From an optimization exercise on the open Yosys and OpenROAD flow, aimed at small area; shortcuts taken in it are not production practice.
Only simulation tests tie the RTL to the original design; equivalence was not proved.
Power is estimated from default activity; no workload was simulated.

==> design/flow/config.mk <==
export PLATFORM = sky130hd
export DESIGN_NAME = base58_encoder_unit
export DESIGN_NICKNAME = base58_encoder_unit
export VERILOG_FILES = /design/flow/design.v
export SDC_FILE = /design/flow/constraint.sdc
export NUM_CORES = 4
export LEC_CHECK = 0
export CAP_MARGIN = 20
export CORE_MARGIN = 2
export CORE_UTILIZATION = 65
export SLEW_MARGIN = 20
==> design/flow/constraint.sdc <==
create_clock -name core_clock -period 12.0 [get_ports {i_clk}]
set_input_delay 2.4000 -clock core_clock [delete_from_list [all_inputs] [get_ports {i_clk}]]
set_output_delay 2.4000 -clock core_clock [all_outputs]
set_load 0.01 [all_outputs]
==> design/flow/design.v <==
package b58enc_pkg;
    localparam int MAX_BYTES_DEF   = 32;
    localparam int DIGIT_SLOTS_DEF = 44;
    localparam int RING_SLOTS      = DIGIT_SLOTS_DEF - 1;
    localparam int RADIX   = 58;
    localparam int BYTE_W  = 8;
    localparam int DIGIT_W = 6;
    localparam int CHAR_W  = 7;
    localparam int CNT_W   = 6;
    localparam logic [RADIX*8-1:0] ALPHABET =
        "123456789ABCDEFGHJKLMNPQRSTUVWXYZabcdefghijkmnopqrstuvwxyz";
    function automatic logic [CHAR_W-1:0] b58_char(input logic [DIGIT_W-1:0] d);
        logic [7:0] c;
        c = ALPHABET[(RADIX - 1 - d) * 8 +: 8];
        b58_char = c[CHAR_W-1:0];
    endfunction
    localparam logic [CNT_W-1:0] CNT_START   = 6'b000000;
    localparam logic [CNT_W-1:0] CNT_44      = 6'b100100;    
    localparam logic [CNT_W-1:0] POS_FIRST_M = 6'b010111;    
    localparam logic [CNT_W-1:0] POS_FIRST_V = 6'b000000;
    localparam logic [CNT_W-1:0] POS_LAST_M  = 6'b011110;    
    localparam logic [CNT_W-1:0] POS_LAST_V  = 6'b001000;
    localparam logic [CNT_W-1:0] CNT_FULL_M  = 6'b101111;    
    localparam logic [CNT_W-1:0] CNT_FULL_V  = 6'b101000;
    localparam logic [CNT_W-1:0] CNT_ZERO_M  = 6'b010111;    
    localparam logic [CNT_W-1:0] CNT_ZERO_V  = 6'b000000;
    localparam logic [CNT_W-1:0] CNT_TOP_M   = 6'b111001;    
    localparam logic [CNT_W-1:0] CNT_TOP_V   = 6'b100000;
    function automatic logic [CNT_W-1:0] cnt_next(input logic [CNT_W-1:0] s);
        cnt_next = {s[4:0], ~(s[5] ^ s[4])};
    endfunction
    function automatic logic [CNT_W-1:0] cnt_prev(input logic [CNT_W-1:0] s);
        cnt_prev = {~(s[0] ^ s[5]), s[5:1]};
    endfunction
endpackage
module b58enc_divmod (
    input  logic [b58enc_pkg::DIGIT_W-1:0] i_digit,
    input  logic                           i_carry,
    output logic [b58enc_pkg::DIGIT_W-1:0] o_digit,
    output logic                           o_carry
);
    logic [b58enc_pkg::DIGIT_W:0] t;
    always_comb begin
        t       = {i_digit, i_carry};
        o_carry = (t >= 7'(b58enc_pkg::RADIX));
        o_digit = o_carry ? b58enc_pkg::DIGIT_W'(t - 7'(b58enc_pkg::RADIX))
                          : b58enc_pkg::DIGIT_W'(t);
    end
endmodule
module b58enc_ram #(
    parameter int WIDTH = b58enc_pkg::DIGIT_W,
    parameter int DEPTH = b58enc_pkg::DIGIT_SLOTS_DEF
) (
    input  logic             i_clk,
    input  logic [WIDTH-1:0] i_wdata,
    output logic [WIDTH-1:0] o_rdata
);
    logic [WIDTH*DEPTH-1:0] r_sr;
    always_ff @(posedge i_clk) begin
        r_sr <= {r_sr[WIDTH*(DEPTH-1)-1:0], i_wdata};
    end
    assign o_rdata = r_sr[WIDTH*DEPTH-1 -: WIDTH];
endmodule
module base58_encoder_unit (
    input  logic                          i_clk,
    input  logic                          i_rst_n,
    input  logic                          i_in_valid,
    output logic                          o_in_ready,
    input  logic [b58enc_pkg::BYTE_W-1:0] i_in_data_byte,
    input  logic                          i_in_last_byte,
    output logic                          o_out_valid,
    input  logic                          i_out_ready,
    output logic [b58enc_pkg::CHAR_W-1:0] o_out_char,
    output logic                          o_out_last_char,
    output logic                          o_out_overflow
);
    localparam int N  = b58enc_pkg::RING_SLOTS;
    localparam int DW = b58enc_pkg::DIGIT_W;
    localparam int CW = b58enc_pkg::CNT_W;
    localparam logic [CW-1:0] C_ZERO = b58enc_pkg::CNT_START;
    typedef enum logic [1:0] {
        S_IN, S_SCAN, S_OUT
    } t_state;
    t_state          r_state;
    logic [CW-1:0]   r_pos;      
    logic [2:0]      r_bit;      
    logic            r_run;      
    logic            r_carry;
    logic [CW-1:0]   r_cnt;      
    logic [CW-1:0]   r_zp;       
    logic            r_top;      
    logic            r_inzp;     
    logic            r_ovf;
    logic            r_out_valid;
    logic [DW-1:0]   ring_out;
    logic [DW-1:0]   ring_in;
    logic [DW-1:0]   fold_in;
    logic [DW-1:0]   fold_out;
    logic            fold_cin;
    logic            fold_cout;
    logic            pos_first;
    logic            pos_last;
    logic [CW-1:0]   pos_inc;
    logic [CW-1:0]   zp_inc;
    logic            drop;
    logic            cnt_zero;
    logic            cnt_top;
    logic            fold_en;
    logic            in_ready;
    logic            out_free;
    b58enc_ram #(
        .WIDTH (DW),
        .DEPTH (N)
    ) u_digits (
        .i_clk   (i_clk),
        .i_wdata (ring_in),
        .o_rdata (ring_out)
    );
    b58enc_divmod u_fold (
        .i_digit (fold_in),
        .i_carry (fold_cin),
        .o_digit (fold_out),
        .o_carry (fold_cout)
    );
    always_comb begin
        pos_first = ((r_pos & b58enc_pkg::POS_FIRST_M) == b58enc_pkg::POS_FIRST_V);
        pos_last  = ((r_pos & b58enc_pkg::POS_LAST_M) == b58enc_pkg::POS_LAST_V);
        pos_inc   = b58enc_pkg::cnt_next(r_pos);
        zp_inc    = b58enc_pkg::cnt_next(r_zp);
        drop      = ((r_cnt & b58enc_pkg::CNT_FULL_M) == b58enc_pkg::CNT_FULL_V);
        cnt_zero  = ((r_cnt & b58enc_pkg::CNT_ZERO_M) == b58enc_pkg::CNT_ZERO_V);
        cnt_top   = ((r_cnt & b58enc_pkg::CNT_TOP_M) == b58enc_pkg::CNT_TOP_V);
        fold_en   = (r_state == S_IN) && i_in_valid && !drop && (r_run || pos_first);
        fold_in   = (r_inzp && (r_bit == '0)) ? '0 : ring_out;
        fold_cin  = pos_first ? i_in_data_byte[~r_bit] : r_carry;
        ring_in   = fold_en ? fold_out : ring_out;
        in_ready  = (r_state == S_IN) && pos_last && (drop || (r_run && (r_bit == 3'd7)));
        out_free  = !r_out_valid || i_out_ready;
    end
    assign o_in_ready      = in_ready;
    assign o_out_valid     = r_out_valid;
    assign o_out_char      = b58enc_pkg::b58_char(r_zp);
    assign o_out_last_char = cnt_zero;
    assign o_out_overflow  = r_ovf;
    always_ff @(posedge i_clk) begin
        r_carry <= fold_cout;
        r_run   <= fold_en && !pos_last;
        if (!i_rst_n) begin
            r_state     <= S_IN;
            r_pos       <= C_ZERO;
            r_bit       <= '0;
            r_cnt       <= C_ZERO;
            r_zp        <= C_ZERO;
            r_top       <= 1'b1;
            r_inzp      <= 1'b1;
            r_ovf       <= 1'b0;
            r_out_valid <= 1'b0;
        end else begin
            r_pos <= pos_last ? C_ZERO : pos_inc;
            if (fold_en && pos_last) begin
                r_bit <= r_bit + 3'd1;
                if (r_top) begin
                    r_zp <= {r_zp[CW-2:0], fold_cout};
                end
            end
            if (i_out_ready) begin
                r_out_valid <= 1'b0;
            end
            unique case (r_state)
                S_IN: begin
                    if (in_ready && i_in_valid) begin
                        if (drop) begin
                            r_ovf <= 1'b1;
                        end else begin
                            r_cnt <= b58enc_pkg::cnt_next(r_cnt);
                            if (r_inzp && (i_in_data_byte == '0)) begin
                                r_zp  <= zp_inc;
                                r_top <= 1'b0;
                            end else begin
                                r_inzp <= 1'b0;
                            end
                        end
                        if (i_in_last_byte) begin
                            r_state <= S_SCAN;
                        end
                    end
                end
                S_SCAN: begin
                    r_top <= 1'b0;
                    if (r_top && (r_zp != '0)) begin
                        r_cnt   <= b58enc_pkg::CNT_44;
                        r_state <= S_OUT;
                    end else begin
                        r_zp <= pos_last ? '0 : zp_inc;
                        if (ring_out != '0) begin
                            r_cnt <= zp_inc;
                        end
                        if (pos_last) begin
                            r_state <= S_OUT;
                        end
                    end
                end
                S_OUT: begin
                    if (cnt_zero) begin
                        if (out_free) begin
                            r_zp    <= C_ZERO;
                            r_top   <= 1'b1;
                            r_inzp  <= 1'b1;
                            r_ovf   <= 1'b0;
                            r_state <= S_IN;
                        end
                    end else if (out_free && cnt_top) begin
                        r_out_valid <= 1'b1;
                        r_cnt       <= b58enc_pkg::cnt_prev(r_cnt);
                    end else if (out_free && (pos_inc == r_cnt)) begin
                        r_out_valid <= 1'b1;
                        r_zp        <= ring_out;
                        r_cnt       <= b58enc_pkg::cnt_prev(r_cnt);
                    end
                end
                default: begin
                    r_state <= S_IN;
                end
            endcase
        end
    end
endmodule
==> design/flow/flow/run.sh <==
#!/bin/bash
# Own layout flow: the standard synthesis, then its combinational logic re-mapped for
# area (flip-flops untouched; several ABC runs, the smallest that is proven equivalent to the
# standard netlist is kept), then the standard ORFS flow from floorplan to finish with small
# port buffers and no dummy clock loads. Each tool's output goes to a log here.
set -euo pipefail
W=$(pwd)
R=$W/orfs/results/$FLOW_PLATFORM/base58_encoder_unit/base
L=$W/orfs/logs/$FLOW_PLATFORM/base58_encoder_unit/base

bash standard.sh synth > "$W/log_1_standard_synth.log" 2>&1

cp "$R/1_2_yosys.v" "$W/standard_1_2_yosys.v"
export REMAP_LIB=$FLOW_HOME/platforms/$FLOW_PLATFORM/lib/sky130_fd_sc_hd__tt_025C_1v80.lib
export REMAP_DIR=$W/flow
export REMAP_IN=$W/standard_1_2_yosys.v
REMAP_DONT_USE=""
for c in $(grep -oE -- "-dont_use [A-Za-z0-9_]+" "$L/1_2_yosys.log" | awk '{print $2}' | sort -u); do
  REMAP_DONT_USE="$REMAP_DONT_USE -dont_use $c"
done
export REMAP_DONT_USE

# one ABC run per seed, in parallel
for s in 1 2 3 4; do
  sed "s/@SEED@/$s/" "$W/flow/remap.abc" > "$W/remap_$s.abc"
  REMAP_ABC=$W/remap_$s.abc REMAP_OUT=$W/remapped_$s.v \
    yosys -c "$W/flow/remap.tcl" > "$W/log_2_remap_$s.log" 2>&1 &
done
wait || true

best=""
best_area=""
for s in 1 2 3 4; do
  f=$W/remapped_$s.v
  [[ -f $f.stat ]] || continue
  a=$(awk '/Chip area/ {print $NF}' "$f.stat")
  if REMAP_OUT=$f yosys -c "$W/flow/equiv.tcl" > "$W/log_2_equiv_$s.log" 2>&1; then
    if [[ -z $best ]] || awk -v a="$a" -v b="$best_area" 'BEGIN {exit !(a < b)}'; then
      best=$f
      best_area=$a
    fi
  fi
done
echo "re-mapped netlist kept: ${best:-none (standard netlist kept)} ${best_area}" > "$W/log_2_remap_choice.log"
if [[ -n $best ]]; then
  cp "$best" "$R/1_2_yosys.v"
fi
rm -f "$R/1_synth.odb" "$R/1_synth.sdc"
touch "$R/1_2_yosys.v"

CTS="-sink_clustering_enable -repair_clock_nets -dont_use_dummy_load"
CTS="$CTS -buf_list sky130_fd_sc_hd__clkbuf_8"
CTS="$CTS -sink_clustering_size 24 -sink_clustering_max_diameter 60"
bash standard.sh "CTS_ARGS=$CTS" "BUFFER_PORTS_ARGS=-buffer_cell sky130_fd_sc_hd__buf_1" finish \
  > "$W/log_3_standard_finish.log" 2>&1
==> design/flow/flow/equiv.tcl <==
# Proves the re-mapped netlist equivalent to the standard one (same flip-flops by name).
foreach {tag f} [list gold $::env(REMAP_IN) gate $::env(REMAP_OUT)] {
  yosys read_liberty -ignore_miss_func $::env(REMAP_LIB)
  yosys read_verilog -overwrite $::env(REMAP_DIR)/ff_models.v
  yosys read_verilog $f
  yosys hierarchy -top $::env(FLOW_TOP)
  yosys flatten
  yosys rename -hide w:_*
  yosys rename $::env(FLOW_TOP) $tag
  yosys design -stash $tag
}
yosys design -copy-from gold -as gold gold
yosys design -copy-from gate -as gate gate
yosys proc
yosys opt_clean
yosys equiv_make gold gate eq
yosys hierarchy -top eq
yosys equiv_simple -seq 2
yosys equiv_induct
yosys equiv_status -assert
==> design/flow/flow/ff_models.v <==
module sky130_fd_sc_hd__dfxtp_1(input CLK, input D, output reg Q);
  always @(posedge CLK) Q <= D;
endmodule
module sky130_fd_sc_hd__edfxtp_1(input CLK, input D, input DE, output reg Q);
  always @(posedge CLK) if (DE) Q <= D;
endmodule
==> design/flow/flow/ff_stubs.v <==
(* blackbox *)
module sky130_fd_sc_hd__dfxtp_1(CLK, D, Q);
  input CLK;
  input D;
  output Q;
endmodule
(* blackbox *)
module sky130_fd_sc_hd__edfxtp_1(CLK, D, DE, Q);
  input CLK;
  input D;
  input DE;
  output Q;
endmodule
==> design/flow/flow/remap.abc <==
strash
&get -n
&deepsyn -T 45 -S @SEED@
&put
dch -f
amap -F 2
==> design/flow/flow/remap.tcl <==
# Re-map the combinational logic of the standard synthesis for area; the flip-flops are kept
# as they are (same cells, same instance names), read as black boxes.
yosys read_liberty -ignore_miss_func $::env(REMAP_LIB)
yosys read_verilog -overwrite $::env(REMAP_DIR)/ff_stubs.v
yosys read_verilog $::env(REMAP_IN)
yosys hierarchy -top $::env(FLOW_TOP)
yosys flatten
yosys techmap
yosys opt -purge
yosys abc -liberty $::env(REMAP_LIB) {*}$::env(REMAP_DONT_USE) -script $::env(REMAP_ABC)
yosys opt_clean -purge
yosys hilomap -singleton -hicell sky130_fd_sc_hd__conb_1 HI -locell sky130_fd_sc_hd__conb_1 LO
yosys splitnets
yosys opt_clean -purge
yosys read_liberty -lib -overwrite -ignore_miss_func $::env(REMAP_LIB)
yosys check -assert -mapped
yosys tee -o $::env(REMAP_OUT).stat stat -liberty $::env(REMAP_LIB)
yosys write_verilog -noattr -nohex -nodec $::env(REMAP_OUT)
==> design/flow/standard.sh <==
#!/bin/bash
# synth_recipe.tcl (not shown) runs the flow's synth.tcl, then flattens the netlist and writes it again
# the make line also repeats each setting of config.mk as NAME=value (left out here)
make -C /OpenROAD-flow-scripts/flow DESIGN_CONFIG=/design/flow/config.mk WORK_HOME=/design/flow/orfs CLKGATE_MAP_FILE= SYNTH_SCRIPT=/design/flow/synth_recipe.tcl "${@:-finish}"
==> qor.yml, run 1 <==
start_util_pct: 66.9
cts_buffers: 16
clock_latency_ps: 500
syn-cell-area_um2: 6880
finalSetupTns_ps: 0
rows: 37
h-tree-depth: 1
vias: 3566
cts_root_buf: "clkbuf_8"
p_seq_share_pct: 73.4
critical_path_class: "register to output port"
maxCapViolCount: 0
num_antenna_cells: 0
dieHeight_um: 107
outcome: "timing/DRC/antenna clean"
setup_viol: 0
ant_nets: 0
mostFrequentLayoutCells: "287 x dfxtp_1, 43 x nor2_1, 40 x clkinv_1"
critical_path_required_ps: 9600
critPathMaxFanout: 8
drc: 0
p_clk_share_pct: 25.3
power_frac_comb_pct: 1.3
end_kind: "output port"
nets: 560
die_area_um2: 11400
swShare_pct: 19.4
min_period_over_period_pct: 50.9
syn_to_final_growth_pct: 6.93
period_needed_ps: 6110
die_w_um: 107
timing.fmax_ghz: 0.164
worstRegToRegCells: 10
syn_area_per_cell_um2: 13.6
grt_max_degree: 25
drt-met1-wl_um: 4830
drtIter0Drc: 290
r2r-end: "r_zp[4]"
wl_met3_um: 618
cp.arrival_ps: 3710
holdPathStages: 0
wl_per_cell_um: 14.3
antenna_found_initial: 0
ctsResizeCount: 0
io_buffers: 23
leakagePower_nw: 2.87
syn_inst: 506
dr_wl_met2_um: 4070
hold_end: "u_digits.r_sr[137]"
power_mw: 1.46
num-fill-cells: 691
cts.path.max_buffers: 3
power_density_nw_per_um2: 198
cp-start-kind: "register"
slew-limit-headroom_pct: 59.8
cts_tree: "done"
hold_path_class: "register to register"
place_hpwl_um: 6170
synth_nets: 519
slew_viol_final: 0
final_common_cell: "dfxtp_1"
grt_usage_pct: 17.9
top_layer: "met4"
r2r-start: "r_state[1]"
grt_pass1_vias: 3319
p_sw_mw: 0.283
wl_um: 9740
viasPerCell: 5.24
drtPass1Iterations: 9
grt_pass1_wl_um: 16400
layoutNonFillerInstCount: 681
r2r_setup_slack_ps: 9110
clkTransAtPathRegs_ps: 120
rsz0062_at_grt: "false"
postCtsHoldBufs: 0
layout-drive-gt1-share_pct: 2.94
gp_congestion: 0.922
finalHoldViolCount: 0
clock-skew-final_ps: 36.5
cts_setup_buffers: 0
ys_warn_count: 3
pin_count: 24
hp-start: "u_digits.r_sr[131]"
cts_num_sinks: 287
tightest_slew_ps: 597
p_int_mw: 1.17
peakVddDrop_uv: 161
coreArea_um2: 10300
grt_overflow_total: 0
place_inst: 665
[registers in the layout (all words and copies together) (netlist names), 2 cells and up]
| register | flops |
|---|---|
| r_state | 2 |
| r_bit | 3 |
| u_digits.r_sr | 258 |
| r_zp | 6 |
| r_cnt | 6 |
| r_pos | 6 |
[metal layers]
metal  vias up  global-route usage, %
met1      1652                   26.8
met5         -                      0
met2       116                   25.8
met3        23                   4.50
li1       1775                      -
met4         0                   5.57
[worst max-delay path by stage]
stage / start / to / slack [ps] / cells after the start
4_1_cts: r_zp[4] / o_out_char[3] / 6140 / 15
5_1_grt: r_zp[4] / o_out_char[3] / 5570 / 15
2_1_floorplan: r_zp[4] / o_out_char[0] / 7040 / 13
3_5_place_dp: r_zp[4] / o_out_char[3] / 6670 / 15
6_report: r_zp[4] / o_out_char[3] / 5890 / 15
3_3_place_gp: r_zp[4] / o_out_char[3] / 7040 / 15
[cell type report]
cell class              instances  area (um2)  share of cell area (%)
repair buffers                 23        86.3                    1.17
flip-flops and latches        287        5750                    78.1
clock buffers                  16         220                    2.99
multi-input cells             179         983                    13.4
well taps                     136         170                    2.31
inverters                      40         150                    2.04
[critical path, stage by stage, from the launching register on]
cell and delay, ps:
dfxtp_1 490, clkinv_1 280, nor2_1 270, nor2_1 170, clkinv_1 90, o22ai_1 100, nand2_1 150, o21a_1 150
o2111ai_1 180, o21ai_0 170, o22ai_1 180, o31ai_1 390, nor2_1 80, a21oi_1 250, o221ai_1 150, buf_1 150
[power groups by stage]
stage          Clock (mW)  Sequential (mW)  Combinational (mW)
2_1_floorplan           0             1.08              0.0130
3_3_place_gp            0             1.09              0.0189
3_5_place_dp            0             1.09              0.0192
4_1_cts             0.379             1.07              0.0193
5_1_grt             0.408             1.08              0.0220
6_report            0.368             1.07              0.0196
[stage by stage]
step	utilization, %	area (um2)	hold WS [ps]	setup WS (ps)
2_1_floorplan	-	6880	310	7040
3_3_place_gp	69.4	7140	311	7040
3_5_place_dp	69.4	7140	312	6670
4_1_cts	71.6	7360	309	6140
5_1_grt	71.6	7360	316	5570
6_report	71.6	7360	307	5890
==> run 2, diff against run 1 <==
--- a/design/flow/flow/run.sh
+++ b/design/flow/flow/run.sh
@@ -51,5 +51,5 @@
 CTS="-sink_clustering_enable -repair_clock_nets -dont_use_dummy_load"
 CTS="$CTS -buf_list sky130_fd_sc_hd__clkbuf_8"
-CTS="$CTS -sink_clustering_size 24 -sink_clustering_max_diameter 60"
+CTS="$CTS -sink_clustering_size 22 -sink_clustering_max_diameter 60"
 bash standard.sh "CTS_ARGS=$CTS" "BUFFER_PORTS_ARGS=-buffer_cell sky130_fd_sc_hd__buf_1" finish \
   > "$W/log_3_standard_finish.log" 2>&1
==> qor.yml, run 2 <==
slew_viol_final: 0  # unchanged
min_period_over_period_pct: 50.6  # was 50.9%
grt_use_met2_pct: 25.9  # was 25.8%
synth_nets: 519  # unchanged
setup_viol: 0  # unchanged
critPathMaxFanout: 8  # unchanged
coreArea_um2: 10300  # unchanged
cpMostUsedCell: "nor2_1"  # unchanged
syn_inst: 506  # unchanged
p_sw_mw: 0.283  # about the same
peakVddDrop_uv: 159  # was 161 uV
p_clk_share_pct: 25.6  # was 25.3%
critical_path_class: "register to output port"  # unchanged
finalHoldViolCount: 0  # unchanged
maxCapViolCount: 0  # unchanged
io_buffers: 23  # unchanged
largest_reg_flops: 258  # unchanged
finalSetupTns_ps: 0  # unchanged
p_seq_share_pct: 73.0  # was 73.4%
ctsResizeCount: 0  # unchanged
dieHeight_um: 107  # unchanged
final_common_cell: "dfxtp_1"  # unchanged
power_density_nw_per_um2: 198  # about the same
critical_path_required_ps: 9600  # about the same
drtPass1Iterations: 7  # was 9
cts_num_sinks: 287  # unchanged
h-tree-depth: 1  # unchanged
grt_max_degree: 23  # was 25
layoutNonFillerInstCount: 682  # was 681
slew-limit-headroom_pct: 58.1  # was 59.8%
grt_overflow_total: 0  # unchanged
grt_usage_pct: 17.8  # was 17.9%
power_mw: 1.46  # about the same
period_needed_ps: 6070  # was 6110 ps
power_frac_comb_pct: 1.3  # about the same
vias: 3558  # was 3566
syn-cell-area_um2: 6880  # unchanged
syn_to_final_growth_pct: 7.13  # was 6.93%
gp_congestion: 0.922  # unchanged
place_hpwl_um: 6170  # unchanged
ys_warn_count: 3  # unchanged
layout-drive-gt1-share_pct: 3.11  # was 2.94%
cp-start-kind: "register"  # unchanged
syn_area_per_cell_um2: 13.6  # unchanged
nets: 561  # was 560
antenna_found_initial: 0  # unchanged
cts.path.max_buffers: 3  # unchanged
grt_use_met3_pct: 4.19  # was 4.50%
p_int_mw: 1.18  # was 1.17 mW
viasPerCell: 5.22  # was 5.24
wl_um: 9710  # was 9740 um
ant_nets: 0  # unchanged
postCtsHoldBufs: 0  # unchanged
worstPathCellList: "clkinv_1 > nor2_1 > nor2_1 > clkinv_1 > o22ai_1 > nand2_1 > o21a_1 > o2111ai_1 > o21ai_0 > o22ai_1 > o31ai_1 > nor2_1 > a21oi_1 > o221ai_1 > buf_1"  # unchanged
cts_buffers: 17  # was 16
end_kind: "output port"  # unchanged
cp_top_family: "compound AO/OA/AOI/OAI gates"  # unchanged
timing.fmax_ghz: 0.165  # was 0.164 GHz
pin_count: 24  # unchanged
drc: 0  # unchanged
grt_pass1_wl_um: 16300  # was 16400 um
cts_setup_buffers: 0  # unchanged
start_util_pct: 66.9  # unchanged
outcome: "timing/DRC/antenna clean"  # unchanged
rsz0062_at_grt: "false"  # unchanged
crit_slowest_cell: "dfxtp_1"  # unchanged
tightest_slew_ps: 622  # was 597 ps
place_inst: 665  # unchanged
leakagePower_nw: 2.88  # was 2.87 nW
drtIter0Drc: 287  # was 290
wl_per_cell_um: 14.2  # was 14.3 um
crit_buf_inv: 3  # unchanged
cts_tree: "done"  # unchanged
max_stage_delay_ps: 500  # was 490 ps
mostFrequentLayoutCells: "287 x dfxtp_1, 43 x nor2_1, 40 x clkinv_1"  # unchanged
clock_latency_ps: 500  # about the same
clock-skew-final_ps: 47.0  # was 36.5 ps
num_antenna_cells: 0  # unchanged
rows: 37  # unchanged
die_w_um: 107  # unchanged
grt_pass1_vias: 3345  # was 3319
swShare_pct: 19.3  # was 19.4%
die_area_um2: 11400  # unchanged
hold_path_class: "register to register"  # unchanged
cts_root_buf: "clkbuf_8"  # unchanged
busiest_layer: "met1"  # unchanged
cp.arrival_ps: 3670  # was 3710 ps
top_register: "u_digits.r_sr"  # unchanged
met1_usage_pct: 26.5  # was 26.8%
clkTransAtPathRegs_ps: 110  # was 120 ps
==> run 2: power groups by stage <==
stage	clock network, mW	registers, mW	logic, mW
2_1_floorplan	0	1.08	0.0130
3_5_place_dp	0	1.09	0.0192
3_3_place_gp	0	1.09	0.0189
4_1_cts	0.386	1.07	0.0194
5_1_grt	0.413	1.08	0.0220
6_report	0.375	1.07	0.0197
==> run 2: metal layers <==
| layer | share of wire [%] | vias up |
|---|---|---|
| li1 | - | 1779 |
| met1 | 50 | 1645 |
| met2 | 41 | 104 |
| met3 | 6.1 | 30 |
| met4 | 2.9 | 0 |
| met5 | 0 | - |
==> run 2: per-stage QoR <==
stage	hold WS, ps	setup WS (ps)	utilization (%)	area (um2)
6_report	293	5930	71.7	7370
3_3_place_gp	311	7040	69.4	7140
5_1_grt	293	5580	71.7	7370
4_1_cts	299	6130	71.7	7370
2_1_floorplan	310	7040	-	6880
3_5_place_dp	312	6670	69.4	7140
==> run 2: cell type report <==
type | count | area, um2
Clock buffer | 17 | 234
Timing Repair Buffer | 23 | 86.3
Fill cell | 690 | 2910
Sequential cell | 287 | 5750
Inverter | 40 | 150
Multi-Input combinational cell | 179 | 983
Tap cell | 136 | 170
==> run 2: path summary, 6_finish.rpt <==
path | startpoint | to | slack, ps | cells past startpoint
worst min-delay path | u_digits.r_sr[234] | u_digits.r_sr[240] | 290 | 0
worst max-delay path | r_zp[4] | o_out_char[3] | 5930 | 15
worst min register to register | u_digits.r_sr[234] | u_digits.r_sr[240] | 290 | 0
worst max register to register | r_state[1] | r_zp[4] | 9150 | 10
==> run 3, diff against run 2 <==
--- a/design/flow/flow/run.sh
+++ b/design/flow/flow/run.sh
@@ -50,5 +50,5 @@
 
 CTS="-sink_clustering_enable -repair_clock_nets -dont_use_dummy_load"
-CTS="$CTS -buf_list sky130_fd_sc_hd__clkbuf_8"
+CTS="$CTS -buf_list sky130_fd_sc_hd__clkbuf_8 -root_buf sky130_fd_sc_hd__clkbuf_4"
 CTS="$CTS -sink_clustering_size 22 -sink_clustering_max_diameter 60"
 bash standard.sh "CTS_ARGS=$CTS" "BUFFER_PORTS_ARGS=-buffer_cell sky130_fd_sc_hd__buf_1" finish \
==> qor.yml, run 3 <==
syn_inst: 506  # unchanged
antenna_found_initial: 0  # unchanged
syn_area_per_cell_um2: 13.6  # unchanged
cts_num_sinks: 287  # unchanged
worst_slack_ps: 5850  # was 5930 ps
period_needed_ps: 6150  # was 6070 ps
power_mw: 1.45  # was 1.46 mW
grt_pass1_vias: 3346  # was 3345
ys_warn_count: 3  # unchanged
dieHeight_um: 107  # unchanged
leakagePower_nw: 2.87  # was 2.88 nW
h-tree-depth: 1  # unchanged
maxCapViolCount: 0  # unchanged
synth_nets: 519  # unchanged
rows: 37  # unchanged
cts_tree: "done"  # unchanged
finish.utilization_pct: 71.5  # was 71.7%
start_util_pct: 66.9  # unchanged
grt_pass1_wl_um: 16300  # about the same
place_inst: 665  # unchanged
cts_buffers: 17  # unchanged
syn_to_final_growth_pct: 6.86  # was 7.13%
place_ws_ps: 6670  # unchanged
num_antenna_cells: 0  # unchanged
drc: 0  # unchanged
mostFrequentLayoutCells: "287 x dfxtp_1, 43 x nor2_1, 40 x clkinv_1"  # unchanged
slew-limit-headroom_pct: 56.5  # was 58.1%
clkTransAtPathRegs_ps: 120  # was 110 ps
peakVddDrop_uv: 159  # about the same
dpl_cell_area_um2: 7140  # unchanged
viasPerCell: 5.22  # about the same
final_common_cell: "dfxtp_1"  # unchanged
nets: 561  # unchanged
wl_um: 9710  # about the same
place_hpwl_um: 6170  # unchanged
end_kind: "output port"  # unchanged
finalHoldViolCount: 0  # unchanged
vias: 3557  # was 3558
critPathMaxFanout: 8  # unchanged
cts_setup_buffers: 0  # unchanged
critical_path_class: "register to output port"  # unchanged
cp-start-kind: "register"  # unchanged
timing.fmax_ghz: 0.163  # was 0.165 GHz
rsz0062_at_grt: "false"  # unchanged
gp_congestion: 0.922  # unchanged
tightest_slew_ps: 645  # was 622 ps
slew_viol_final: 0  # unchanged
postCtsHoldBufs: 0  # unchanged
grt_max_degree: 23  # unchanged
setup_viol: 0  # unchanged
cts.path.max_buffers: 3  # unchanged
ctsResizeCount: 0  # unchanged
clock_latency_ps: 590  # was 500 ps
die_area_um2: 11400  # unchanged
critical_path_required_ps: 9600  # about the same
layout-drive-gt1-share_pct: 3.11  # unchanged
ant_nets: 0  # unchanged
final_area_um2: 7350  # was 7370 um2
grt_overflow_total: 0  # unchanged
power_density_nw_per_um2: 197  # was 198 nW/um2
io_buffers: 23  # unchanged
hold_path_class: "register to register"  # unchanged
hold_ws_ps: 286  # was 293 ps
largest_reg_flops: 258  # unchanged
die_w_um: 107  # unchanged
clock-skew-final_ps: 51.9  # was 47.0 ps
top_register: "u_digits.r_sr"  # unchanged
drtIter0Drc: 296  # was 287
grt_usage_pct: 17.8  # about the same
outcome: "timing/DRC/antenna clean"  # unchanged
pin_count: 24  # unchanged
wl_per_cell_um: 14.2  # about the same
layoutNonFillerInstCount: 682  # unchanged
cts_root_buf: "clkbuf_4"  # was clkbuf_8
drtPass1Iterations: 5  # was 7
min_period_over_period_pct: 51.3  # was 50.6%
coreArea_um2: 10300  # unchanged
syn-cell-area_um2: 6880  # unchanged
cp.arrival_ps: 3750  # was 3670 ps
finalSetupTns_ps: 0  # unchanged
[run 3: cell types whose count changed in the layout (fill, tap and decap cells not counted)]
cell and change:
clkbuf_8 -3, clkbuf_4 +3
[run 3: path summary, 6_finish.rpt]
| check | from | end | slack (ps) | cells past startpoint |
|---|---|---|---|---|
| worst max-delay path | r_zp[4] | o_out_char[3] | 5850 | 15 |
| worst min-delay path | u_digits.r_sr[234] | u_digits.r_sr[240] | 290 | 0 |
| worst max register to register | r_state[1] | r_zp[4] | 9150 | 10 |
| worst min register to register | u_digits.r_sr[234] | u_digits.r_sr[240] | 290 | 0 |
[run 3: layout make-up]
cell class	instances	area, um2
flip-flops and latches	287	5750
fillers	695	2930
multi-input cells	179	983
clock buffers	17	215
well taps	136	170
inverters	40	150
repair buffers	23	86.3
[run 3: power breakdown]
group | switching, mW | total, mW | internal, mW
logic | 0.0129 | 0.0197 | 0.00674
registers | 0.0241 | 1.07 | 1.04
clock network | 0.244 | 0.361 | 0.117
[run 3: critical path: stages (launching register included)]
cell and delay [ps]:
dfxtp_1 490, clkinv_1 280, nor2_1 270, nor2_1 170, clkinv_1 90, o22ai_1 100
nand2_1 150, o21a_1 150, o2111ai_1 170, o21ai_0 160, o22ai_1 170, o31ai_1 390
nor2_1 80, a21oi_1 250, o221ai_1 150, buf_1 150
[run 3: per-layer routing]
metal,part of all wire (%),up-vias,GRT usage [%],wire (um)
met5,0,-,0,0
met4,2.7,0,6.03,261
met3,6.3,22,4.32,607
met2,42,126,25.9,4040
met1,49,1631,26.5,4800
li1,-,1778,-,-
==> run 4, diff against run 3 <==
--- a/design/flow/flow/run.sh
+++ b/design/flow/flow/run.sh
@@ -3,5 +3,5 @@
 # area (flip-flops untouched; several ABC runs, the smallest that is proven equivalent to the
 # standard netlist is kept), then the standard ORFS flow from floorplan to finish with small
-# port buffers and no dummy clock loads. Each tool's output goes to a log here.
+# port buffers, no dummy clock loads and a small clock root buffer. Each tool's output goes to a log here.
 set -euo pipefail
 W=$(pwd)
==> qor.yml, run 4 <==
num_antenna_cells: 0  # unchanged
tightest_slew_ps: 645  # unchanged
finish.utilization_pct: 71.5  # unchanged
place_hpwl_um: 6170  # unchanged
hold_path_class: "register to register"  # unchanged
syn_area_per_cell_um2: 13.6  # unchanged
h-tree-depth: 1  # unchanged
vias: 3557  # unchanged
viasPerCell: 5.22  # unchanged
outcome: "timing/DRC/antenna clean"  # unchanged
grt_usage_pct: 17.8  # unchanged
wl_um: 9710  # unchanged
cpMostUsedCell: "nor2_1"  # unchanged
top_layer: "met4"  # unchanged
cp.arrival_ps: 3750  # about the same
pin_count: 24  # unchanged
maxCapViolCount: 0  # unchanged
cts_tree: "done"  # unchanged
cts_num_sinks: 287  # unchanged
ys_warn_count: 3  # unchanged
cp-start-kind: "register"  # unchanged
clkTransAtPathRegs_ps: 120  # about the same
critical_path_class: "register to output port"  # unchanged
num-fill-cells: 695  # unchanged
place_ws_ps: 6670  # unchanged
die_area_um2: 11400  # unchanged
finalSetupTns_ps: 0  # unchanged
setup_viol: 0  # unchanged
final_common_cell: "dfxtp_1"  # unchanged
critPathMaxFanout: 8  # unchanged
p_int_mw: 1.17  # unchanged
ctsResizeCount: 0  # unchanged
crit_slowest_cell: "dfxtp_1"  # unchanged
gp_congestion: 0.922  # unchanged
drc: 0  # unchanged
crit_buf_inv: 3  # unchanged
io_buffers: 23  # unchanged
period_needed_ps: 6150  # unchanged
swShare_pct: 19.4  # unchanged
coreArea_um2: 10300  # unchanged
syn_to_final_growth_pct: 6.86  # unchanged
rows: 37  # unchanged
wl_per_cell_um: 14.2  # unchanged
wl_met3_um: 607  # unchanged
nets: 561  # unchanged
worstPathCellList: "clkinv_1 > nor2_1 > nor2_1 > clkinv_1 > o22ai_1 > nand2_1 > o21a_1 > o2111ai_1 > o21ai_0 > o22ai_1 > o31ai_1 > nor2_1 > a21oi_1 > o221ai_1 > buf_1"  # unchanged
cts_root_buf: "clkbuf_4"  # unchanged
end_kind: "output port"  # unchanged
p_sw_mw: 0.281  # unchanged
ant_nets: 0  # unchanged
drtPass1Iterations: 5  # unchanged
drt-met1-wl_um: 4800  # unchanged
finalHoldViolCount: 0  # unchanged
mostFrequentLayoutCells: "287 x dfxtp_1, 43 x nor2_1, 40 x clkinv_1"  # unchanged
cts_buffers: 17  # unchanged
drtIter0Drc: 296  # unchanged
worst_slack_ps: 5850  # unchanged
cp_top_family: "compound AO/OA/AOI/OAI gates"  # unchanged
critical_path_required_ps: 9600  # about the same
slew_viol_final: 0  # unchanged
clock_latency_ps: 590  # about the same
clock-skew-final_ps: 51.9  # unchanged
slew-limit-headroom_pct: 56.5  # unchanged
max_stage_delay_ps: 490  # about the same
leakagePower_nw: 2.87  # unchanged
power_frac_comb_pct: 1.4  # about the same
postCtsHoldBufs: 0  # unchanged
rsz0062_at_grt: "false"  # unchanged
synth_nets: 519  # unchanged
hold_ws_ps: 286  # unchanged
grt_pass1_wl_um: 16300  # unchanged
cts.path.max_buffers: 3  # unchanged
cts_setup_buffers: 0  # unchanged
min_period_over_period_pct: 51.3  # unchanged
p_clk_share_pct: 24.9  # about the same
dieHeight_um: 107  # unchanged
syn-cell-area_um2: 6880  # unchanged
timing.fmax_ghz: 0.163  # unchanged
start_util_pct: 66.9  # unchanged
grt_overflow_total: 0  # unchanged
largest_reg_flops: 258  # unchanged
syn_inst: 506  # unchanged
grt_max_degree: 23  # unchanged
dr_wl_met2_um: 4040  # unchanged
p_seq_share_pct: 73.7  # about the same
antenna_found_initial: 0  # unchanged
die_w_um: 107  # unchanged
top_register: "u_digits.r_sr"  # unchanged
power_density_nw_per_um2: 197  # unchanged
peakVddDrop_uv: 159  # unchanged
grt_pass1_vias: 3346  # unchanged
layout-drive-gt1-share_pct: 3.11  # unchanged
run 4: path summary, 6_finish.rpt:
check / depth (start not counted) / slack [ps] / endpoint / startpoint
setup reg to reg: 10 / 9150 / r_zp[4] / r_state[1]
setup / recovery: 15 / 5850 / o_out_char[3] / r_zp[4]
hold reg to reg: 0 / 290 / u_digits.r_sr[240] / u_digits.r_sr[234]
hold / removal: 0 / 290 / u_digits.r_sr[240] / u_digits.r_sr[234]
run 4: per-layer routing:
metal	up-vias	GRT usage, %
li1	1778	-
met1	1631	26.5
met2	126	25.9
met3	22	4.32
met4	0	6.03
met5	-	0
run 4: worst register-to-register path, delay by kind of cell, from the launching register on:
family                 cells  cell delay (ps)
buffers and inverters      1              150
AOI/OAI and AO/OA          4              690
and+or+nand+nor            5             1400
DFF                        1              500
run 4: final cells by class:
type	count	area (um2)	share of cell area [%]
Clock buffer	17	215	2.93
Inverter	40	150	2.04
Sequential cell	287	5750	78.2
Timing Repair Buffer	23	86.3	1.17
Multi-Input combinational cell	179	983	13.4
Tap cell	136	170	2.31
run 4: power groups by stage:
stage	clock network, mW	logic [mW]	registers [mW]
final	0.361	0.0197	1.07
after CTS	0.372	0.0193	1.07
after floorplan	0	0.0130	1.08
after global routing	0.400	0.0219	1.08
after detailed placement	0	0.0192	1.09
after global placement	0	0.0189	1.09
run 4: metrics by stage:
step | power (mW) | area (um2) | std cells
4_1_cts | 1.46 | 7350 | 682
6_report | 1.45 | 7350 | 682
5_1_grt | 1.50 | 7350 | 682
2_1_floorplan | 1.09 | 6880 | 506
3_5_place_dp | 1.11 | 7140 | 665
3_3_place_gp | 1.11 | 7140 | 665
==> run 5, diff against run 4 <==
--- a/design/flow/flow/run.sh
+++ b/design/flow/flow/run.sh
@@ -3,5 +3,5 @@
 # area (flip-flops untouched; several ABC runs, the smallest that is proven equivalent to the
 # standard netlist is kept), then the standard ORFS flow from floorplan to finish with small
-# port buffers, no dummy clock loads and a small clock root buffer. Each tool's output goes to a log here.
+# port buffers and no dummy clock loads. Each tool's output goes to a log here.
 set -euo pipefail
 W=$(pwd)
@@ -50,6 +50,6 @@
 
 CTS="-sink_clustering_enable -repair_clock_nets -dont_use_dummy_load"
-CTS="$CTS -buf_list sky130_fd_sc_hd__clkbuf_8 -root_buf sky130_fd_sc_hd__clkbuf_4"
-CTS="$CTS -sink_clustering_size 22 -sink_clustering_max_diameter 60"
+CTS="$CTS -buf_list sky130_fd_sc_hd__clkbuf_8"
+CTS="$CTS -sink_clustering_size 20 -sink_clustering_max_diameter 40"
 bash standard.sh "CTS_ARGS=$CTS" "BUFFER_PORTS_ARGS=-buffer_cell sky130_fd_sc_hd__buf_1" finish \
   > "$W/log_3_standard_finish.log" 2>&1
--- a/design/flow/config.mk
+++ b/design/flow/config.mk
@@ -8,4 +8,4 @@
 export CAP_MARGIN = 20
 export CORE_MARGIN = 2
-export CORE_UTILIZATION = 65
+export CORE_UTILIZATION = 70
 export SLEW_MARGIN = 20
==> qor.yml, run 5 <==
busiest_layer: "met2"  # was met1
dpl_cell_area_um2: 7130  # was 7140 um2
num_antenna_cells: 0  # unchanged
critical_path_class: "register to output port"  # unchanged
tightest_slew_ps: 679  # was 645 ps
syn_to_final_growth_pct: 8.68  # was 6.86%
critPathMaxFanout: 8  # unchanged
postCtsHoldBufs: 0  # unchanged
io_buffers: 23  # unchanged
start_util_pct: 71.4  # was 66.9%
cts.path.max_buffers: 3  # unchanged
leakagePower_nw: 2.94  # was 2.87 nW
gp_congestion: 0.893  # was 0.922
cts_tree: "done"  # unchanged
drc: 0  # unchanged
grt_pass1_vias: 3477  # was 3346
viasPerCell: 5.32  # was 5.22
cts_num_sinks: 287  # unchanged
rsz0062_at_grt: "false"  # unchanged
h-tree-depth: 1  # unchanged
finalSetupTns_ps: 0  # unchanged
peakVddDrop_uv: 170  # was 159 uV
cp.arrival_ps: 3400  # was 3750 ps
slew_viol_final: 0  # unchanged
p_seq_share_pct: 69.4  # was 73.7%
grt_overflow_total: 0  # unchanged
grt_max_degree: 21  # was 23
final_area_um2: 7480  # was 7350 um2
p_sw_mw: 0.307  # was 0.281 mW
pin_count: 24  # unchanged
period_needed_ps: 5800  # was 6150 ps
coreArea_um2: 9640  # was 10300 um2
synth_nets: 519  # unchanged
grt_use_met2_pct: 32.6  # was 25.9%
setup_viol: 0  # unchanged
cts_root_buf: "clkbuf_8"  # was clkbuf_4
largest_reg_flops: 258  # unchanged
p_int_mw: 1.24  # was 1.17 mW
p_clk_share_pct: 29.3  # was 24.9%
place_hpwl_um: 6620  # was 6170 um
end_kind: "output port"  # unchanged
vias: 3658  # was 3557
min_period_over_period_pct: 48.4  # was 51.3%
slew-limit-headroom_pct: 54.3  # was 56.5%
clock_latency_ps: 550  # was 590 ps
r2r_setup_slack_ps: 9080  # was 9150 ps
nets: 569  # was 561
finalHoldViolCount: 0  # unchanged
syn-cell-area_um2: 6880  # unchanged
ant_nets: 0  # unchanged
drtIter0Drc: 243  # was 296
grt_use_met3_pct: 4.34  # was 4.32%
clkTransAtPathRegs_ps: 100  # was 120 ps
ctsResizeCount: 0  # unchanged
rows: 36  # was 37
outcome: "timing/DRC/antenna clean"  # unchanged
die_area_um2: 10600  # was 11400 um2
power_density_nw_per_um2: 207  # was 197 nW/um2
wl_per_cell_um: 15.9  # was 14.2 um
grt_usage_pct: 21.5  # was 17.8%
grt_pass1_wl_um: 17500  # was 16300 um
power_frac_comb_pct: 1.3  # was 1.4%
timing.fmax_ghz: 0.172  # was 0.163 GHz
swShare_pct: 19.9  # was 19.4%
ys_warn_count: 3  # unchanged
cts_buffers: 25  # was 17
layout-drive-gt1-share_pct: 4.51  # was 3.11%
final_common_cell: "dfxtp_1"  # unchanged
die_w_um: 103  # was 107 um
dieHeight_um: 103  # was 107 um
cp-start-kind: "register"  # unchanged
met1_usage_pct: 31.7  # was 26.5%
wl_um: 11000  # was 9710 um
cts_setup_buffers: 0  # unchanged
critical_path_required_ps: 9600  # about the same
clock-skew-final_ps: 89.4  # was 51.9 ps
syn_inst: 506  # unchanged
top_register: "u_digits.r_sr"  # unchanged
mostFrequentLayoutCells: "287 x dfxtp_1, 43 x nor2_1, 40 x clkinv_1"  # unchanged
drtPass1Iterations: 7  # was 5
syn_area_per_cell_um2: 13.6  # unchanged
maxCapViolCount: 0  # unchanged
hold_path_class: "register to register"  # unchanged
antenna_found_initial: 0  # unchanged
-- run 5: cell count changes in the layout (fill, tap and decap cells not counted), sizes merged --
| cell | before | now |
|---|---|---|
| clkbuf | 17 | 25 |
-- run 5: path summary, 6_finish.rpt --
path | from | end | cells past startpoint
max | r_zp[4] | o_out_char[3] | 15
min | u_digits.r_sr[246] | u_digits.r_sr[252] | 0
max reg2reg | r_cnt[3] | r_zp[3] | 10
min reg2reg | u_digits.r_sr[246] | u_digits.r_sr[252] | 0
-- run 5: stage by stage --
stage / utilization [%] / hold WS (ps) / instances / worst slack (ps) / power [mW]
after floorplan: - / 310 / 506 / 7040 / 1.09
after global placement: 74.0 / 311 / 662 / 6990 / 1.11
after detailed placement: 74.0 / 312 / 662 / 6800 / 1.11
after CTS: 77.6 / 230 / 687 / 6270 / 1.56
after global routing: 77.6 / 226 / 687 / 5820 / 1.59
final: 77.6 / 240 / 687 / 6200 / 1.54
-- run 5: cell type report --
type                       count  area [um2]
multi-input combinational    179         983
inverter                      40         150
fill                         542        2160
clock buffer                  25         344
sequential                   287        5750
tap                          133         166
timing repair buffer          23        86.3
-- run 5: power by group through the flow --
| stage | registers [mW] | clock network [mW] | logic [mW] |
|---|---|---|---|
| 4_1_cts | 1.07 | 0.464 | 0.0202 |
| 3_5_place_dp | 1.09 | 0 | 0.0198 |
| 2_1_floorplan | 1.08 | 0 | 0.0130 |
| 5_1_grt | 1.08 | 0.491 | 0.0229 |
| 3_3_place_gp | 1.09 | 0 | 0.0185 |
| 6_report | 1.07 | 0.452 | 0.0208 |
-- run 5: worst max-delay path, stage by stage (launching register included) --
cell       delay (ps)
dfxtp_1           470
clkinv_1          280
nor2_1            250
nor2_1            150
clkinv_1           80
o22ai_1           100
nand2_1           130
o21a_1            140
o2111ai_1         130
o21ai_0           150
o22ai_1           150
o31ai_1           340
nor2_1             70
a21oi_1           210
o221ai_1          130
buf_1             150
-- run 5: per-layer routing --
| layer | wire (um) | up-vias |
|---|---|---|
| met3 | 493 | 28 |
| met1 | 5280 | 1711 |
| li1 | - | 1798 |
| met2 | 4900 | 121 |
| met4 | 281 | 0 |
| met5 | 0 | - |
==> run 6, diff against run 5 <==
--- a/design/flow/design.v
+++ b/design/flow/design.v
@@ -11,7 +11,7 @@
         "123456789ABCDEFGHJKLMNPQRSTUVWXYZabcdefghijkmnopqrstuvwxyz";
     function automatic logic [CHAR_W-1:0] b58_char(input logic [DIGIT_W-1:0] d);
-        logic [7:0] c;
-        c = ALPHABET[(RADIX - 1 - d) * 8 +: 8];
-        b58_char = c[CHAR_W-1:0];
+        b58_char = CHAR_W'(d) + 7'd49 + ((d >= 6'd9) ? 7'd7 : 7'd0) + ((d >= 6'd17) ? 7'd1 : 7'd0)
+                 + ((d >= 6'd22) ? 7'd1 : 7'd0) + ((d >= 6'd33) ? 7'd6 : 7'd0)
+                 + ((d >= 6'd44) ? 7'd1 : 7'd0);
     endfunction
     localparam logic [CNT_W-1:0] CNT_START   = 6'b000000;
--- a/design/flow/flow/run.sh
+++ b/design/flow/flow/run.sh
@@ -3,5 +3,5 @@
 # area (flip-flops untouched; several ABC runs, the smallest that is proven equivalent to the
 # standard netlist is kept), then the standard ORFS flow from floorplan to finish with small
-# port buffers and no dummy clock loads. Each tool's output goes to a log here.
+# port buffers, no dummy clock loads and a small clock root buffer. Each tool's output goes to a log here.
 set -euo pipefail
 W=$(pwd)
@@ -50,6 +50,6 @@
 
 CTS="-sink_clustering_enable -repair_clock_nets -dont_use_dummy_load"
-CTS="$CTS -buf_list sky130_fd_sc_hd__clkbuf_8"
-CTS="$CTS -sink_clustering_size 20 -sink_clustering_max_diameter 40"
+CTS="$CTS -buf_list sky130_fd_sc_hd__clkbuf_8 -root_buf sky130_fd_sc_hd__clkbuf_4"
+CTS="$CTS -sink_clustering_size 24 -sink_clustering_max_diameter 60"
 bash standard.sh "CTS_ARGS=$CTS" "BUFFER_PORTS_ARGS=-buffer_cell sky130_fd_sc_hd__buf_1" finish \
   > "$W/log_3_standard_finish.log" 2>&1
--- a/design/flow/config.mk
+++ b/design/flow/config.mk
@@ -8,4 +8,4 @@
 export CAP_MARGIN = 20
 export CORE_MARGIN = 2
-export CORE_UTILIZATION = 70
+export CORE_UTILIZATION = 80
 export SLEW_MARGIN = 20
==> qor.yml, run 6 <==
syn-cell-area_um2: 6840  # was 6880 um2
gp_congestion: 0.856  # was 0.893
syn_area_per_cell_um2: 13.6  # about the same
place_hpwl_um: 8760  # was 6620 um
outcome: "aborted with a tool error"  # was timing/DRC/antenna clean
pin_count: 24  # unchanged
synth_nets: 517  # was 519
die_w_um: 96.5  # was 103 um
dieHeight_um: 96.5  # was 103 um
syn_inst: 504  # was 506
error_line: "[ERROR DPL-0033] detailed placement checks failed during check placement."
io_buffers: 23  # unchanged
start_util_pct: 82.8  # was 71.4%
ys_warn_count: 3  # unchanged
haltStage: "detailed placement"
rows: 33  # was 36
run 6: through the flow:
step / total power, mW / setup WS (ps) / std cells / hold slack [ps]
floorplan: 1.07 / 6860 / 504 / 310
global placement: 1.09 / 6860 / 632 / 311
run 6: worst min path at each step:
stage,endpoint,slack (ps)
3_3_place_gp,u_digits.r_sr[253],310
2_1_floorplan,u_digits.r_sr[100],310
run 6: power groups by stage:
stage / Clock, mW / Combinational [mW] / Sequential, mW
2_1_floorplan: 0 / 0.0112 / 1.06
3_3_place_gp: 0 / 0.0158 / 1.07
==> run 7, diff against run 6 <==
--- a/design/flow/flow/run.sh
+++ b/design/flow/flow/run.sh
@@ -51,5 +51,5 @@
 CTS="-sink_clustering_enable -repair_clock_nets -dont_use_dummy_load"
 CTS="$CTS -buf_list sky130_fd_sc_hd__clkbuf_8 -root_buf sky130_fd_sc_hd__clkbuf_4"
-CTS="$CTS -sink_clustering_size 24 -sink_clustering_max_diameter 60"
+CTS="$CTS -sink_clustering_size 22 -sink_clustering_max_diameter 60"
 bash standard.sh "CTS_ARGS=$CTS" "BUFFER_PORTS_ARGS=-buffer_cell sky130_fd_sc_hd__buf_1" finish \
   > "$W/log_3_standard_finish.log" 2>&1
==> qor.yml, run 7 <==
io_buffers: 23  # unchanged
outcome: "aborted with a tool error"  # unchanged
syn-cell-area_um2: 6840  # unchanged
pin_count: 24  # unchanged
syn_inst: 504  # unchanged
start_util_pct: 82.8  # unchanged
error_line: "[ERROR DPL-0033] detailed placement checks failed during check placement."  # unchanged
synth_nets: 517  # unchanged
gp_congestion: 0.856  # unchanged
place_hpwl_um: 8760  # unchanged
dieHeight_um: 96.5  # unchanged
haltStage: "detailed placement"  # unchanged
syn_area_per_cell_um2: 13.6  # unchanged
ys_warn_count: 3  # unchanged
die_w_um: 96.5  # unchanged
rows: 33  # unchanged
run 7: metrics by stage:
| step | setup WS, ps | hold slack [ps] |
|---|---|---|
| floorplan | 6860 | 310 |
| global placement | 6860 | 311 |
run 7: power by group through the flow:
stage             sequential [mW]  clock, mW  combinational, mW
floorplan                    1.06          0             0.0112
global placement             1.07          0             0.0158
run 7: worst max-delay path by stage:
stage / end / slack, ps / startpoint
after floorplan: o_out_char[0] / 6860 / r_zp[4]
after global placement: o_out_char[0] / 6860 / r_zp[4]
==> run 8, diff against run 7 <==
--- a/design/flow/config.mk
+++ b/design/flow/config.mk
@@ -8,4 +8,4 @@
 export CAP_MARGIN = 20
 export CORE_MARGIN = 2
-export CORE_UTILIZATION = 80
+export CORE_UTILIZATION = 72
 export SLEW_MARGIN = 20
==> qor.yml, run 8 <==
outcome: "timing/DRC/antenna clean"  # was aborted with a tool error
grt_pass1_wl_um: 17100
critPathMaxFanout: 7
largest_reg_flops: 258
pin_count: 24  # unchanged
final_common_cell: "dfxtp_1"
top_register: "u_digits.r_sr"
end_kind: "output port"
grt_overflow_total: 0
tightest_slew_ps: 1110
clock-skew-final_ps: 72.1
critical_path_required_ps: 9600
ys_warn_count: 3  # unchanged
syn_area_per_cell_um2: 13.6  # unchanged
postCtsHoldBufs: 0
coreArea_um2: 9240
nets: 559
syn_inst: 504  # unchanged
cts_num_sinks: 287
start_util_pct: 74.0  # was 82.8%
wl_um: 10500
cts_setup_buffers: 0
clock_latency_ps: 600
antenna_found_initial: 0
drtIter0Drc: 253
mostFrequentLayoutCells: "287 x dfxtp_1, 49 x clkinv_1, 43 x nor2_1"
cts.path.max_buffers: 3
worst_slack_ps: 5700
power_density_nw_per_um2: 197
layoutNonFillerInstCount: 673
layout-drive-gt1-share_pct: 3.13
vias: 3558
ctsResizeCount: 0
leakagePower_nw: 2.87
critical_path_class: "register to output port"
clkTransAtPathRegs_ps: 110
slew_viol_final: 0
cp.arrival_ps: 3900
place_inst: 656
h-tree-depth: 1
gp_congestion: 0.873  # was 0.856
place_hpwl_um: 6810  # was 8760 um
die_area_um2: 10300
wl_per_cell_um: 15.6
hold_path_class: "register to register"
finalSetupTns_ps: 0
setup_viol: 0
period_needed_ps: 6300
cts_root_buf: "clkbuf_4"
io_buffers: 23  # unchanged
min_period_over_period_pct: 52.5
grt_usage_pct: 21.5
place_ws_ps: 6490
peakVddDrop_uv: 173
rows: 35  # was 33
worstPathCellList: "clkinv_1 > nor2_1 > clkinv_1 > o32a_1 > o21a_1 > nor2_1 > a21oi_1 > a31oi_1 > o21ai_0 > nor3_1 > a21oi_1 > a31oi_1 > buf_1"
finish.utilization_pct: 79.0
finalHoldViolCount: 0
syn-cell-area_um2: 6840  # unchanged
grt_pass1_vias: 3505
num-fill-cells: 490
dieHeight_um: 101  # was 96.5 um
crit_slowest_cell: "dfxtp_1"
die_w_um: 101  # was 96.5 um
timing.fmax_ghz: 0.159
drc: 0
grt_max_degree: 23
cp-start-kind: "register"
drtPass1Iterations: 5
num_antenna_cells: 0
cts_buffers: 17
synth_nets: 517  # unchanged
rsz0062_at_grt: "false"
viasPerCell: 5.29
syn_to_final_growth_pct: 6.77
max_stage_delay_ps: 500
maxCapViolCount: 0
slew-limit-headroom_pct: 25.2
ant_nets: 0
cts_tree: "done"
==> run 8: routing by layer <==
layer	up-vias	global-route usage (%)	share of wire, %
met5	-	0	0
met4	0	7.28	2.6
met3	37	4.28	5.9
met2	128	34.1	46
met1	1635	30.1	45
li1	1758	-	-
==> run 8: path summary, 6_finish.rpt <==
path | slack [ps] | start | end | cells past startpoint
worst max-delay path | 5700 | r_zp[4] | o_out_char[0] | 13
worst min-delay path | 300 | u_digits.r_sr[205] | u_digits.r_sr[211] | 0
worst min register to register | 300 | u_digits.r_sr[205] | u_digits.r_sr[211] | 0
worst max register to register | 8610 | r_cnt[5] | r_zp[3] | 11
==> run 8: layout make-up <==
class	count	area (um2)	share of cell area (%)
clock buffer	17	215	2.95
inverter	49	184	2.52
multi-input combinational	168	908	12.4
timing repair buffer	23	86.3	1.18
sequential	287	5750	78.7
tap	129	161	2.21
==> run 8: critical path, delay by kind of cell, from the launching register on <==
| family | cells | cell delay (ps) |
|---|---|---|
| flops | 1 | 500 |
| buf+inv | 3 | 530 |
| compound gates | 7 | 1390 |
| simple gates | 3 | 900 |
==> run 8: where the power goes <==
group          internal, mW  total (mW)  switching (mW)
clock network         0.117       0.365           0.248
logic               0.00572      0.0176          0.0119
registers              1.03        1.05          0.0237
total                  1.15        1.44           0.283
==> run 8: through the flow <==
step	cell area [um2]	hold slack (ps)	power, mW
floorplan	6840	310	1.07
global placement	7090	312	1.09
detailed placement	7090	312	1.09
CTS	7300	289	1.44
global route	7300	290	1.49
finish	7300	299	1.44
==> run 9, diff against run 8 <==
--- a/design/flow/config.mk
+++ b/design/flow/config.mk
@@ -8,4 +8,4 @@
 export CAP_MARGIN = 20
 export CORE_MARGIN = 2
-export CORE_UTILIZATION = 72
+export CORE_UTILIZATION = 65
 export SLEW_MARGIN = 20
==> qor.yml, run 9 <==
critical_path_required_ps: 9600  # about the same
vias: 3517  # was 3558
die_area_um2: 11400  # was 10300 um2
num_antenna_cells: 0  # unchanged
dieHeight_um: 107  # was 101 um
syn_to_final_growth_pct: 6.90  # was 6.77%
cts_num_sinks: 287  # unchanged
end_kind: "output port"  # unchanged
syn_inst: 504  # unchanged
peakVddDrop_uv: 153  # was 173 uV
h-tree-depth: 1  # unchanged
viasPerCell: 5.17  # was 5.29
setup_viol: 0  # unchanged
layout-drive-gt1-share_pct: 3.13  # unchanged
drtPass1Iterations: 8  # was 5
timing.fmax_ghz: 0.158  # was 0.159 GHz
die_w_um: 107  # was 101 um
dr_wl_met2_um: 4230  # was 4840 um
largest_reg_flops: 258  # unchanged
place_hpwl_um: 6010  # was 6810 um
drt-met1-wl_um: 4710  # was 4750 um
finalHoldViolCount: 0  # unchanged
num-fill-cells: 724  # was 490
syn_area_per_cell_um2: 13.6  # unchanged
cts_root_buf: "clkbuf_4"  # unchanged
critPathMaxFanout: 7  # unchanged
top_layer: "met4"  # unchanged
outcome: "timing/DRC/antenna clean"  # unchanged
period_needed_ps: 6320  # was 6300 ps
pin_count: 24  # unchanged
grt_pass1_wl_um: 16200  # was 17100 um
cts_tree: "done"  # unchanged
cts_setup_buffers: 0  # unchanged
grt_max_degree: 23  # unchanged
coreArea_um2: 10300  # was 9240 um2
ys_warn_count: 3  # unchanged
cts.path.max_buffers: 3  # unchanged
tightest_slew_ps: 1010  # was 1110 ps
slew_viol_final: 0  # unchanged
grt_pass1_vias: 3449  # was 3505
syn-cell-area_um2: 6840  # unchanged
grt_overflow_total: 0  # unchanged
io_buffers: 23  # unchanged
clock_latency_ps: 580  # was 600 ps
crit_slowest_cell: "dfxtp_1"  # unchanged
ctsResizeCount: 0  # unchanged
rsz0062_at_grt: "false"  # unchanged
start_util_pct: 66.5  # was 74.0%
synth_nets: 517  # unchanged
ant_nets: 0  # unchanged
slew-limit-headroom_pct: 32.2  # was 25.2%
cp-start-kind: "register"  # unchanged
critical_path_class: "register to output port"  # unchanged
postCtsHoldBufs: 0  # unchanged
hold_path_class: "register to register"  # unchanged
wl_met3_um: 460  # was 615 um
clkTransAtPathRegs_ps: 120  # was 110 ps
wl_um: 9590  # was 10500 um
clock-skew-final_ps: 36.2  # was 72.1 ps
rows: 37  # was 35
min_period_over_period_pct: 52.7  # was 52.5%
max_stage_delay_ps: 480  # was 500 ps
top_register: "u_digits.r_sr"  # unchanged
cts_buffers: 17  # unchanged
cp.arrival_ps: 3920  # was 3900 ps
drc: 0  # unchanged
finalSetupTns_ps: 0  # unchanged
maxCapViolCount: 0  # unchanged
power_density_nw_per_um2: 196  # was 197 nW/um2
nets: 559  # unchanged
gp_congestion: 0.881  # was 0.873
grt_usage_pct: 17.7  # was 21.5%
final_common_cell: "dfxtp_1"  # unchanged
hold_ws_ps: 288  # was 299 ps
worstPathCellList: "clkinv_1 > nor2_1 > clkinv_1 > o32a_1 > o21a_1 > nor2_1 > a21oi_1 > a31oi_1 > o21ai_0 > nor3_1 > a21oi_1 > a31oi_1 > buf_1"  # unchanged
antenna_found_initial: 0  # unchanged
drtIter0Drc: 335  # was 253
wl_per_cell_um: 14.1  # was 15.6 um
leakagePower_nw: 2.87  # unchanged
mostFrequentLayoutCells: "287 x dfxtp_1, 49 x clkinv_1, 43 x nor2_1"  # unchanged
run 9: worst max-delay path, delay by kind of cell (launching register included):
kind / cells / cell delay (ps)
simple gates: 3 / 910
compound gates: 7 / 1420
buf+inv: 3 / 540
flops: 1 / 480
run 9: metal layers:
metal	global-route usage, %	vias up
met3	3.49	22
met1	25.0	1627
met2	27.9	107
met5	0	-
li1	-	1761
met4	5.75	0
run 9: path summary, 6_finish.rpt:
check	startpoint	slack (ps)	depth (start not counted)	to
max reg2reg	r_cnt[5]	8650	11	r_zp[3]
min reg2reg	u_digits.r_sr[96]	290	0	u_digits.r_sr[102]
min	u_digits.r_sr[96]	290	0	u_digits.r_sr[102]
max	r_zp[4]	5680	13	o_out_char[0]
run 9: per-stage QoR:
stage	setup slack, ps	utilization, %	power [mW]	area [um2]	cells
floorplan	6860	-	1.07	6840	504
global placement	6850	69.0	1.09	7090	663
detailed placement	6450	69.0	1.09	7090	663
CTS	5800	71.1	1.45	7310	680
global route	5410	71.1	1.49	7310	680
finish	5680	71.1	1.43	7310	680
run 9: power breakdown:
| part | switching, mW | total (mW) | internal, mW |
|---|---|---|---|
| Combinational | 0.0113 | 0.0170 | 0.00571 |
| Sequential | 0.0212 | 1.05 | 1.03 |
| Clock | 0.244 | 0.361 | 0.117 |
run 9: final cells by class:
type,count,area (um2),share of cell area (%)
Inverter,49,184,2.52
Multi-Input combinational cell,168,908,12.4
Tap cell,136,170,2.33
Clock buffer,17,215,2.94
Sequential cell,287,5750,78.6
Timing Repair Buffer,23,86.3,1.18
==> run 10, diff against run 9 <==
--- a/design/flow/flow/run.sh
+++ b/design/flow/flow/run.sh
@@ -51,5 +51,5 @@
 CTS="-sink_clustering_enable -repair_clock_nets -dont_use_dummy_load"
 CTS="$CTS -buf_list sky130_fd_sc_hd__clkbuf_8 -root_buf sky130_fd_sc_hd__clkbuf_4"
-CTS="$CTS -sink_clustering_size 22 -sink_clustering_max_diameter 60"
+CTS="$CTS -sink_clustering_size 20 -sink_clustering_max_diameter 60"
 bash standard.sh "CTS_ARGS=$CTS" "BUFFER_PORTS_ARGS=-buffer_cell sky130_fd_sc_hd__buf_1" finish \
   > "$W/log_3_standard_finish.log" 2>&1
==> qor.yml, run 10 <==
ctsResizeCount: 0  # unchanged
nets: 560  # was 559
drc: 0  # unchanged
dpl_cell_area_um2: 7090  # unchanged
top_layer: "met4"  # unchanged
hp-start: "u_digits.r_sr[182]"  # was u_digits.r_sr[96]
p_seq_share_pct: 72.9  # was 73.6%
antenna_found_initial: 0  # unchanged
slew_viol_final: 0  # unchanged
wl_met3_um: 459  # was 460 um
dieHeight_um: 107  # unchanged
cts.path.max_buffers: 3  # unchanged
synth_nets: 517  # unchanged
drt-met1-wl_um: 4770  # was 4710 um
cts_tree: "done"  # unchanged
tightest_slew_ps: 1040  # was 1010 ps
startpoint: "r_zp[4]"  # unchanged
setup_viol: 0  # unchanged
final_area_um2: 7320  # was 7310 um2
syn-cell-area_um2: 6840  # unchanged
maxCapViolCount: 0  # unchanged
finalSetupTns_ps: 0  # unchanged
gp_congestion: 0.881  # unchanged
timing.fmax_ghz: 0.157  # was 0.158 GHz
critical_path_required_ps: 9600  # about the same
p_clk_share_pct: 25.9  # was 25.2%
leakagePower_nw: 2.88  # was 2.87 nW
cts_root_buf: "clkbuf_4"  # unchanged
cp-start-kind: "register"  # unchanged
syn_to_final_growth_pct: 7.10  # was 6.90%
critical_path_class: "register to output port"  # unchanged
slew-limit-headroom_pct: 30.3  # was 32.2%
vias: 3540  # was 3517
power_density_nw_per_um2: 197  # was 196 nW/um2
dr_wl_met2_um: 4300  # was 4230 um
wl_um: 9730  # was 9590 um
grt_pass1_wl_um: 16200  # about the same
clkTransAtPathRegs_ps: 110  # was 120 ps
h-tree-depth: 1  # unchanged
syn_inst: 504  # unchanged
clock-skew-final_ps: 59.4  # was 36.2 ps
outcome: "timing/DRC/antenna clean"  # unchanged
power_mw: 1.44  # was 1.43 mW
hold_path_class: "register to register"  # unchanged
layout-drive-gt1-share_pct: 3.30  # was 3.13%
worstRegToRegCells: 11  # unchanged
start_util_pct: 66.5  # unchanged
die_area_um2: 11400  # unchanged
clock_latency_ps: 600  # was 580 ps
power_frac_comb_pct: 1.2  # about the same
top_register: "u_digits.r_sr"  # unchanged
rsz0062_at_grt: "false"  # unchanged
swShare_pct: 19.6  # was 19.3%
p_sw_mw: 0.282  # was 0.276 mW
min_period_over_period_pct: 53.2  # was 52.7%
holdPathStages: 0  # unchanged
drtPass1Iterations: 6  # was 8
die_w_um: 107  # unchanged
pin_count: 24  # unchanged
rows: 37  # unchanged
ant_nets: 0  # unchanged
end_kind: "output port"  # unchanged
viasPerCell: 5.20  # was 5.17
drtIter0Drc: 261  # was 335
grt_max_degree: 21  # was 23
cts_num_sinks: 287  # unchanged
r2r-start: "r_cnt[5]"  # unchanged
largest_reg_flops: 258  # unchanged
num_antenna_cells: 0  # unchanged
p_int_mw: 1.16  # was 1.15 mW
cts_setup_buffers: 0  # unchanged
place_hpwl_um: 6010  # unchanged
cp.arrival_ps: 3990  # was 3920 ps
cts_buffers: 18  # was 17
grt_pass1_vias: 3474  # was 3449
syn_area_per_cell_um2: 13.6  # unchanged
grt_usage_pct: 17.8  # was 17.7%
grt_overflow_total: 0  # unchanged
peakVddDrop_uv: 151  # was 153 uV
coreArea_um2: 10300  # unchanged
mostFrequentLayoutCells: "287 x dfxtp_1, 49 x clkinv_1, 43 x nor2_1"  # unchanged
final_common_cell: "dfxtp_1"  # unchanged
critPathMaxFanout: 7  # unchanged
num-fill-cells: 724  # unchanged
postCtsHoldBufs: 0  # unchanged
io_buffers: 23  # unchanged
ys_warn_count: 3  # unchanged
period_needed_ps: 6390  # was 6320 ps
finalHoldViolCount: 0  # unchanged
wl_per_cell_um: 14.3  # was 14.1 um
-- run 10: worst max-delay path, stage by stage (launching register included) --
cell	delay [ps]
dfxtp_1	470
clkinv_1	220
nor2_1	280
clkinv_1	160
o32a_1	340
o21a_1	200
nor2_1	270
a21oi_1	160
a31oi_1	220
o21ai_0	210
nor3_1	380
a21oi_1	160
a31oi_1	180
buf_1	170
-- run 10: per-stage QoR --
step           setup slack (ps)  hold WS [ps]  util, %  cells
2_1_floorplan              6860           310        -    504
5_1_grt                    5410           306     71.3    681
3_3_place_gp               6850           312     69.0    663
4_1_cts                    5840           298     71.3    681
6_report                   5610           304     71.3    681
3_5_place_dp               6450           312     69.0    663
-- run 10: layer usage --
metal  vias to the layer above  global-route usage [%]
met5                         -                       0
met4                         0                    5.75
met3                        19                    3.68
met2                       114                    27.8
met1                      1648                    25.0
li1                       1759                       -
-- run 10: path summary, 6_finish.rpt --
| path | to | slack, ps |
|---|---|---|
| setup / recovery | o_out_char[0] | 5610 |
| hold / removal | u_digits.r_sr[188] | 300 |
| setup reg to reg | r_zp[3] | 8640 |
| hold reg to reg | u_digits.r_sr[188] | 300 |
-- run 10: layout make-up --
cell class	count	area, um2	area share, %
tap	136	170	2.32
clock buffer	18	229	3.13
inverter	49	184	2.51
timing repair buffer	23	86.3	1.18
multi-input combinational	168	908	12.4
sequential	287	5750	78.5
-- run 10: power groups by stage --
stage,Sequential [mW],Clock [mW],Combinational (mW)
detailed placement,1.07,0,0.0166
global placement,1.07,0,0.0161
floorplan,1.06,0,0.0112
global route,1.06,0.417,0.0193
CTS,1.05,0.383,0.0169
finish,1.05,0.374,0.0171

Re-timed with assumed drivers on the ports (clkbuf_16 on the clock, buf_2 on other inputs), run 10 has 5.582 ns of setup slack against 5.614 ns with ideal ports, and 6.186 ns once port delays also move by the mid clock arrival of 0.604 ns.
